What follows belongs to an exercise in optimizing a design on an open flow for small area, a short achievable clock period and few clock cycles per item; a production flow would make more cautious choices.
Only simulation tests tie the RTL to the original design; equivalence was not proved.
Power is estimated from default activity; no workload was simulated.

== main ==
Design act_lut_pipe, start of the top module:
module act_lut_pipe #(
  parameter int ADDR_W = 8,
  parameter int DATA_W = 16,
  parameter int FRAC_W = 12
) (
  input  logic              clk,
  input  logic              rst_n,
  input  logic              load_start_i,
  input  logic              load_valid_i,
  input  logic [DATA_W-1:0] load_data_i,
  output logic              load_done_o,
  input  logic              in_valid_i,
  output logic              in_ready_o,
  input  logic [ADDR_W-1:0] in_addr_i,
  output logic              out_valid_o,
  input  logic              out_ready_i,
  output logic [DATA_W-1:0] out_data_o
);
Size: ~9,100 cells after synthesis, roughly 4,500 flip-flops, about 120,000 µm² of cells after synthesis.
==> flow/config.mk <==
export PLATFORM = sky130hd
export DESIGN_NAME = act_lut_pipe
export DESIGN_NICKNAME = act_lut_pipe
export VERILOG_FILES = /design/flow/design.v
export SDC_FILE = /design/flow/constraint.sdc
export NUM_CORES = 4
export LEC_CHECK = 0
export CAP_MARGIN = 20
export CORE_MARGIN = 2
export CORE_UTILIZATION = 45
export CTS_CLUSTER_DIAMETER = 80
export CTS_CLUSTER_SIZE = 20
export SETUP_SLACK_MARGIN = 2.5
export SLEW_MARGIN = 20
export SYNTH_MEMORY_MAX_BITS = 8192
==> flow/constraint.sdc <==
create_clock -name core_clock -period 5.0 [get_ports {clk}]
set_input_delay 1.0000 -clock core_clock [delete_from_list [all_inputs] [get_ports {clk}]]
set_output_delay 1.0000 -clock core_clock [all_outputs]
set_load 0.01 [all_outputs]
run.sh (not shown) runs the stock make flow with config.mk's settings and CLKGATE_MAP_FILE= SYNTH_SCRIPT=/design/flow/synth_recipe.tcl, a recipe that flattens the netlist after the stock synthesis.
Testbench counts of main, summed over its fixed seeds: cycles 18,464, items 16,384.
## Diff of input files: the feature branch against main
- a change of SETUP_SLACK_MARGIN from 2.5 to 2.0
[summary]
Any difference in cell count after placement between the feature branch and main is small enough to ignore.
Sort main and the feature branch by via count asc -> top: the feature branch
For main, the endpoint of the most critical setup path was isel_q[11], unlike the feature branch, where it was m2_q[1][2].
Relative to main, the summed area of non-filler cells in the final layout of the feature branch is lower by 2200 µm².
Against main as the reference, the feature branch delivers a lower met1 usage in global routing.

---

act_lut_pipe, a different RTL version from the one above (not shown whole).
Size: about 9,200 cells after synthesis, about 4,500 flip-flops, roughly 49 I/O pins, about 120,000 um^2 of cells after synthesis.
make LEC_CHECK=0 CAP_MARGIN=20 CORE_MARGIN=2 CORE_UTILIZATION=50 CTS_CLUSTER_DIAMETER=90 CTS_CLUSTER_SIZE=25 SETUP_SLACK_MARGIN=2.6 SLEW_MARGIN=20 SYNTH_MEMORY_MAX_BITS=8192 finish   # period 5.0 ns
Testbench counts at the start, summed over its fixed seeds: cycles 18,464, items 16,384.
Next try:
- CORE_UTILIZATION: 50 -> 45
- CTS_CLUSTER_DIAMETER: 90 -> 80
- CTS_CLUSTER_SIZE: 25 -> 20
Effect: Routed wire length came out lower by 0.54%. Clock skew came out higher by 0.024 ns. Via count barely changes. Core utilization came out lower by 4.9 points. Global-route usage came out lower by 4.6 points. Final cell count came out higher by 3.0%. Setup slack improves by 0.038 ns.

---

act_lut_pipe, a different RTL version from the one above (not shown whole).
Size in the first run: roughly 120,000 µm² of cells after synthesis.
==> flow/design.v (excerpt) <==
module act_lut_pipe #(
  parameter int ADDR_W = 8,
  parameter int DATA_W = 16,
  parameter int FRAC_W = 12
) (
  input  logic              clk,
  input  logic              rst_n,
  input  logic              load_start_i,
  input  logic              load_valid_i,
  input  logic [DATA_W-1:0] load_data_i,
  output logic              load_done_o,
  input  logic              in_valid_i,
  output logic              in_ready_o,
  input  logic [ADDR_W-1:0] in_addr_i,
  output logic              out_valid_o,
  input  logic              out_ready_i,
  output logic [DATA_W-1:0] out_data_o
);
clock: 5.0 ns
lec_check: 0
cap_margin: 20
core_margin: 2
core_utilization: 55
cts_cluster_diameter: 100
cts_cluster_size: 30
setup_slack_margin: 2.8
slew_margin: 20
synth_memory_max_bits: 8192
The starting point completed without violations.
Testbench counts at the start, summed over its fixed seeds: cycles 18,472, items 16,384.
==> next run, changes <==
Settings changed: CORE_UTILIZATION 55 to 40, CTS_CLUSTER_DIAMETER 100 to not set, CTS_CLUSTER_SIZE 30 to not set, SETUP_SLACK_MARGIN 2.8 to not set.
=> Design area went down by 4.8%; via count went down by about 12%; worst setup slack degrades by 0.97 ns; routed wire length went down by 22%; total power went up by 17%.

---

== build 88 ==
Another version of the RTL of act_lut_pipe (not shown whole).
Size in the first run: roughly 9300 cells after synthesis, roughly 4600 flip-flops, roughly 49 I/O pins, ~0.12 mm² of cells after synthesis.
// act_lut_pipe
module act_lut_pipe #(
  parameter int ADDR_W = 8,
  parameter int DATA_W = 16,
  parameter int FRAC_W = 12
) (
  input  logic              clk,
  input  logic              rst_n,
  input  logic              load_start_i,
  input  logic              load_valid_i,
  input  logic [DATA_W-1:0] load_data_i,
  output logic              load_done_o,
  input  logic              in_valid_i,
  output logic              in_ready_o,
  input  logic [ADDR_W-1:0] in_addr_i,
  output logic              out_valid_o,
  input  logic              out_ready_i,
  output logic [DATA_W-1:0] out_data_o
);
make LEC_CHECK=0 CAP_MARGIN=20 CORE_MARGIN=2 CORE_UTILIZATION=45 CTS_CLUSTER_DIAMETER=90 CTS_CLUSTER_SIZE=25 SETUP_SLACK_MARGIN=3.0 SLEW_MARGIN=20 SYNTH_MEMORY_MAX_BITS=8192 finish   # period 5.0 ns
Build 88 ran to completion and came out clean on the timing, design-rule and antenna checks.
Testbench counts of build 88, summed over its fixed seeds: cycles 18,472, items 16,384.
Here is what was changed in the inputs of build 22 compared with build 88.
- SETUP_SLACK_MARGIN now 2.7, was 3.0
- CTS_CLUSTER_SIZE now 30, was 25
- CTS_CLUSTER_DIAMETER now 100, was 90
- CORE_UTILIZATION now 50, was 45
--- outcome ---
On count of fill cells added during filler insertion, the lower figure sits with build 22, not build 88.
Setup slack: build 22 less than build 88
Build 88 → build 22: die area shrank by 9.9%; area added between synthesis and finish decreased 12 points.
> inputs changed (build 22 -> build 54)
- CORE_UTILIZATION changed from 50 to 45
- CTS_CLUSTER_SIZE changed from 30 to 25
- CTS_CLUSTER_DIAMETER changed from 100 to 90
Results
- The run showing the smaller number of standard cells in the final layout excluding fillers is build 22.
- Delta (build 54 minus build 22): total core area now sits higher, area of the die now sits higher.
- Build 54 vs build 22, layout net count went up by 0.55%.
- Looking at end point of the critical path, the out_valid_o result is from build 54; the in_ready_o one comes from build 22.

---

Another version of the RTL of act_lut_pipe (not shown whole).
For scale: roughly 120,000 um^2 of cells after synthesis.
export LEC_CHECK = 0
export CAP_MARGIN = 20
export CORE_MARGIN = 2
export CORE_UTILIZATION = 50
export CTS_CLUSTER_DIAMETER = 100
export CTS_CLUSTER_SIZE = 30
export SETUP_SLACK_MARGIN = 2.7
export SLEW_MARGIN = 20
export SYNTH_MEMORY_MAX_BITS = 8192
create_clock -name core_clock -period 5.0 [get_ports {clk}]
Testbench counts at the start, summed over its fixed seeds: cycles 18,472, items 16,384.
Change:
Settings changed: CORE_UTILIZATION 50 to 45, CTS_CLUSTER_DIAMETER 100 to 90, CTS_CLUSTER_SIZE 30 to 25.
Outcome: Non-clock buffer count goes up by 35; first-iteration DRC count goes up by a few percent; synthesized area stays the same; sequential power is about the same; register-to-register slack gets worse by 60 ps; flip-flop and latch count stays the same.

---

act_lut_pipe, a different RTL version from the one above (not shown whole).
Size: ~9200 cells after synthesis.
export LEC_CHECK = 0
export CAP_MARGIN = 20
export CORE_MARGIN = 2
export CORE_UTILIZATION = 45
export CTS_CLUSTER_DIAMETER = 90
export CTS_CLUSTER_SIZE = 25
export PLACE_DENSITY = 0.75
export SETUP_SLACK_MARGIN = 2.7
export SLEW_MARGIN = 20
export SYNTH_MEMORY_MAX_BITS = 8192
create_clock -name core_clock -period 5.0 [get_ports {clk}]
Testbench counts at the start, summed over its fixed seeds: cycles 18,464, items 16,384.
Change:
Settings changed: CORE_UTILIZATION 45 to 55, PLACE_DENSITY 0.75 to not set.
Effect:
- synthesized cell count stays the same
- clock-buffer cell count grows by 7
- cell area is about the same
- combinational power decreases by 7.0%
- global-route usage came out higher by 9.9 points
- utilization rose by 11 points

[afterwards: timing with drivers on the ports]
Ports are ideal in the flow. The routed layouts listed here were re-timed in OpenROAD. Step 1 assumes that a clkbuf_16 drives the clock port and a buf_2 every other input. Step 2 also shifts input and output timing later by t, the mid clock arrival at the registers, as if the neighbouring blocks saw the same clock. Three values: no drivers, after step 1, after step 2; two values: the first two.
run | t, ns | slack for setup (ns) | hold WS [ns] | clock arrival spread, ns | slew at the worst register clock pin (ns) | worst data-port slew with drivers (ns)
main | 1.061 | 2.134 / 2.134 / 1.641 | 0.322 / 0.322 / 0.322 | 0.052 / 0.052 | 0.09 / 0.09 | 0.04
the feature branch | 1.042 | 1.972 / 1.972 / 1.297 | 0.323 / 0.323 / 0.323 | 0.059 / 0.059 | 0.09 / 0.09 | 0.04
the first run of note 2 | 0.992 | 2.424 / 2.424 / 1.700 | 0.105 / 0.045 / 0.339 | 0.054 / 0.054 | 0.11 / 0.11 | 0.10
the second run of note 2 | 1.059 | 2.462 / 2.377 / 1.670 | 0.078 / 0.021 / 0.325 | 0.069 / 0.069 | 0.09 / 0.09 | 0.10
the first run of note 3 | 1.014 | 2.355 / 2.355 / 1.759 | 0.229 / 0.149 / 0.328 | 0.054 / 0.053 | 0.12 / 0.12 | 0.08
the second run of note 3 | 1.014 | 1.386 / 1.386 / 1.248 | 0.207 / 0.138 / 0.310 | 0.089 / 0.089 | 0.07 / 0.07 | 0.05
build 88 | 1.020 | 2.561 / 2.467 / 1.964 | 0.060 / -0.008 / 0.313 | 0.068 / 0.067 | 0.12 / 0.12 | 0.05
build 22 | 0.986 | 2.552 / 2.456 / 1.894 | 0.162 / 0.092 / 0.309 | 0.063 / 0.064 | 0.12 / 0.12 | 0.04
build 54 | 0.998 | 2.534 / 2.445 / 1.847 | 0.097 / 0.032 / 0.315 | 0.082 / 0.082 | 0.11 / 0.11 | 0.05
the first run of note 5 | 0.992 | 2.555 / 2.455 / 1.829 | 0.061 / -0.018 / 0.322 | 0.048 / 0.049 | 0.12 / 0.12 | 0.05
the second run of note 5 | 1.037 | 2.520 / 2.419 / 1.887 | 0.213 / 0.139 / 0.311 | 0.059 / 0.060 | 0.10 / 0.10 | 0.04
the first run of note 6 | 0.998 | 2.496 / 2.405 / 1.664 | 0.167 / 0.111 / 0.305 | 0.084 / 0.085 | 0.10 / 0.10 | 0.06
the second run of note 6 | 0.978 | 2.513 / 2.420 / 1.834 | 0.231 / 0.162 / 0.336 | 0.046 / 0.046 | 0.10 / 0.10 | 0.06
After both steps setup and hold are still met in every run listed. The setup slack of the first run of note 6, which loses most, moves by -0.091 ns with the drivers and by -0.832 ns with both steps.
